Context: an optimization exercise on an open-source flow, tuned for small area. The choices shown serve that exercise and are no tape-out recipe.
No driver is modelled on the clock port, so clock power and skew are understated where the tree is cut down; a real chip needs a root buffer or a tree.
Power and IR drop assume default switching activity.

==> module tsf_core, before the edit <==
module tsf_core (
  input  logic        clk_i,
  input  logic        rst_ni,
  input  logic        item_valid_i,
  input  logic        op_i,         
  input  logic [4:0]  pl_i,         
  output logic        take_o,
  output logic        res_valid_o,
  input  logic        res_ready_i,
  output logic [2:0]  cls_o,
  output logic        classified_o,
  output logic [15:0] pkt_o,
  output logic [15:0] tcp_o,
  output logic [15:0] udp_o,
  output logic [15:0] cls_total_o
);
  logic [2:0]  code_q, code_d, code_step;
  logic [5:0]  cnt_q, cnt_d;
  logic [15:0] ip_q, tcp_q, udp_q;
  logic [15:0] cc_q [6];
  logic [15:0] cc_sel, cc_inc;
  logic        res_valid_q;
  logic [2:0]  res_q, res_d;
  logic        inc_q;
  logic        emit;
  logic        is_hdr;
  logic        is_syn, is_tcp, is_udp;
  logic [3:0]  doff;
  assign is_hdr = !op_i;
  assign is_syn = pl_i[4];
  assign is_tcp = pl_i[4] || pl_i[1:0] == tsf_pkg::K_TCP;
  assign is_udp = !pl_i[4] && pl_i[1:0] == tsf_pkg::K_UDP;
  assign doff   = pl_i[3:0];
  assign take_o = item_valid_i && (!res_valid_q || res_ready_i);
  tsf_classify u_classify (
    .code_i (code_q),
    .cnt_i  (cnt_q),
    .byte_i (pl_i[2:0]),
    .code_o (code_step)
  );
  always_comb begin
    code_d = code_q;
    cnt_d  = cnt_q;
    res_d  = tsf_pkg::R_NONE;
    emit   = 1'b0;
    if (is_hdr) begin
      emit   = 1'b1;
      code_d = tsf_pkg::C_IDLE;
      cnt_d  = {doff, 2'b00};
      if (is_syn) begin
        if (doff <= 4'd5) begin
          res_d = 3'd0;        
        end else begin
          case (doff)
            4'd7:    code_d = tsf_pkg::C_A;
            4'd8:    code_d = tsf_pkg::C_B;
            4'd11:   code_d = tsf_pkg::C_C;
            4'd10:   code_d = tsf_pkg::C_DE;
            default: code_d = tsf_pkg::C_OTHER;
          endcase
        end
      end
    end else if (code_q != tsf_pkg::C_IDLE) begin
      cnt_d  = cnt_q - 1'b1;
      code_d = code_step;
      if (cnt_q == 6'd21) begin
        emit   = 1'b1;
        code_d = tsf_pkg::C_IDLE;
        res_d  = (code_q == tsf_pkg::C_DE || code_q == tsf_pkg::C_OTHER) ? 3'd0 : code_q;
      end
    end
  end
  always_ff @(posedge clk_i or negedge rst_ni) begin
    if (!rst_ni) begin
      code_q      <= tsf_pkg::C_IDLE;
      res_valid_q <= 1'b0;
      inc_q       <= 1'b0;
    end else begin
      if (take_o) begin
        code_q <= code_d;
        res_valid_q <= emit;
      end else if (res_ready_i) begin
        res_valid_q <= 1'b0;
      end
      inc_q <= take_o && emit && (res_d != tsf_pkg::R_NONE);
    end
  end
  always_ff @(posedge clk_i) begin
    if (take_o) begin
      cnt_q <= cnt_d;
    end
    if (take_o && emit) begin
      res_q <= res_d;
    end
  end
  always_ff @(posedge clk_i or negedge rst_ni) begin
    if (!rst_ni) begin
      ip_q  <= '0;
      tcp_q <= '0;
      udp_q <= '0;
    end else begin
      ip_q  <= ip_q  + 16'(take_o && is_hdr);
      tcp_q <= tcp_q + 16'(take_o && is_hdr && is_tcp);
      udp_q <= udp_q + 16'(take_o && is_hdr && is_udp);
    end
  end
  logic started_q;
  always_ff @(posedge clk_i or negedge rst_ni) begin
    if (!rst_ni) begin
      started_q <= 1'b0;
    end else begin
      started_q <= 1'b1;
    end
  end
  logic [5:0] cc_rd;
  always_comb begin
    cc_sel = '0;
    for (int i = 0; i < 6; i++) begin
      cc_rd[i] = started_q && res_q == 3'(i);
      cc_sel   = cc_sel | ({16{cc_rd[i]}} & cc_q[i]);
    end
  end
  assign cc_inc = cc_sel + 16'(inc_q);
  always_ff @(posedge clk_i) begin
    for (int i = 0; i < 6; i++) begin
      if (!started_q || (inc_q && res_q == 3'(i))) cc_q[i] <= cc_inc;
    end
  end
  assign res_valid_o  = res_valid_q;
  assign classified_o = (res_q != tsf_pkg::R_NONE);
  assign cls_o        = (res_q == tsf_pkg::R_NONE) ? 3'd0 : res_q;
  assign pkt_o        = ip_q;
  assign tcp_o        = tcp_q;
  assign udp_o        = udp_q;
  assign cls_total_o  = cc_inc;
endmodule
Settings: LEC_CHECK=0, CAP_MARGIN=20, CORE_MARGIN=2, CORE_UTILIZATION=70, SLEW_MARGIN=20; clock period 6.0 ns.
standard.sh (not shown) runs the stock make flow with config.mk's settings and CLKGATE_MAP_FILE= SYNTH_SCRIPT=/design/flow/synth_recipe.tcl, a recipe that flattens the netlist after the stock synthesis.
==> flow/flow/run.sh <==
#!/bin/bash
# Own layout flow: the standard.sh with the standard synthesis unchanged, then:
#  - constant outputs keep the single tie cell from synthesis (no per-port tie cells),
#  - port buffers use sky130_fd_sc_hd__buf_1,
#  - the clock tree is built by flow/clock_tree.tcl (sourced before CTS): one root
#    buffer driving CLK_LEAVES leaf buffers, each driving one cluster of flip-flops,
#  - after the floorplan, flow/restructure.tcl re-maps the combinational logic for
#    area with OpenROAD's restructure (ABC) and keeps a single tie cell,
#  - before the placement repair, flow/downsize.tcl puts combinational cells with
#    few loads at their smallest drive strength; repair_design sizes up as needed.
# Each step's full output goes to its own log here.
set -euo pipefail
# Liberty file without the platform's don't-use cells, for restructure.
DONT_USE=$(sed -n '/^export DONT_USE_CELLS += \\/,/^$/p' "$FLOW_HOME/platforms/sky130hd/config.mk" | grep -o 'sky130_fd_sc_hd__[a-z0-9_]*')
python3 flow/filter_lib.py "$FLOW_HOME/platforms/sky130hd/lib/sky130_fd_sc_hd__tt_025C_1v80.lib" "$PWD/rs.lib" $DONT_USE > filter_lib.log 2>&1
export RS_LIB="$PWD/rs.lib"
export RS_DIR="$PWD/rmp"
export POST_FLOORPLAN_TCL="$PWD/flow/restructure.tcl"
export PRE_CTS_TCL="$PWD/flow/clock_tree.tcl"
export CLK_LEAVES=11
export PRE_RESIZE_TCL="$PWD/flow/downsize.tcl"
export DS_MAXFO=8
export CLK_LEAF_BUF=sky130_fd_sc_hd__clkbuf_8
export CLK_ROOT_BUF=sky130_fd_sc_hd__clkbuf_16
bash standard.sh synth > 1_synth.log 2>&1
bash standard.sh SKIP_REPAIR_TIE_FANOUT=1 floorplan > 2_floorplan.log 2>&1
bash standard.sh SKIP_REPAIR_TIE_FANOUT=1 \
  "BUFFER_PORTS_ARGS=-buffer_cell sky130_fd_sc_hd__buf_1" \
  finish > 3_finish.log 2>&1
Other scripts of this flow, unchanged in this note and not shown: flow/flow/clock_tree.tcl, flow/flow/downsize.tcl, flow/flow/filter_lib.py, flow/flow/restructure.tcl
Then changed:
--- a/flow/design.v
+++ b/flow/design.v
@@ -116,6 +116,7 @@
   logic        res_valid_q;
   logic [2:0]  res_q, res_d;
   logic        inc_q;
+  logic        started_q;    
   logic        emit;
   logic        is_hdr;
   logic        is_syn, is_tcp, is_udp;
@@ -187,8 +188,8 @@
       res_q <= res_d;
     end
   end
-  always_ff @(posedge clk_i or negedge rst_ni) begin
-    if (!rst_ni) begin
+  always_ff @(posedge clk_i) begin
+    if (!started_q) begin
       ip_q  <= '0;
       tcp_q <= '0;
       udp_q <= '0;
@@ -198,7 +199,6 @@
       udp_q <= udp_q + 16'(take_o && is_hdr && is_udp);
     end
   end
-  logic started_q;
   always_ff @(posedge clk_i or negedge rst_ni) begin
     if (!rst_ni) begin
       started_q <= 1'b0;
Total power is lower by 0.76%.
Via count goes down by 2.1%.
Sequential power stays flat.
Core utilization drops by 3.8 points.
Hold slack degrades by 0.0068 ns.
Routed wire length goes up by 2.2%.
Area after synthesis rose by 3.9%.
Sequential share of layout area drops by 2.5 points.
Register-to-register slack got worse by 0.05 ns.
No run of this note included a check of the RTL's function; only the layout flow was run. No run of this note takes its clock network from TritonCTS; it comes from the design's own scripts or RTL.

[separate check: timing with driven ports]
No port has a modelled driver above. Below, the same layouts with a new extraction and two added sets of constraints.
Step 1 sets driving cells, clkbuf_16 on the clock port and buf_2 on the other inputs (assumed; they add their load-dependent delay and slew).
Step 2, shift: input delay + t, output delay - t, t = (earliest + latest rising clock arrival at the registers) / 2. This alone moves slack from input paths to output paths.
Slacks: ideal / step 1 / step 2; pairs: ideal / step 1.
run	t (ns)	slack for setup (ns)	worst slew at a driven data input, ns	cell pins on the clock port's net
the first run	0.392	0.287 / 0.251 / 0.643	0.03	1
the second run	0.398	0.235 / 0.190 / 0.588	0.06	1
After both steps setup and hold are still met in every run listed.
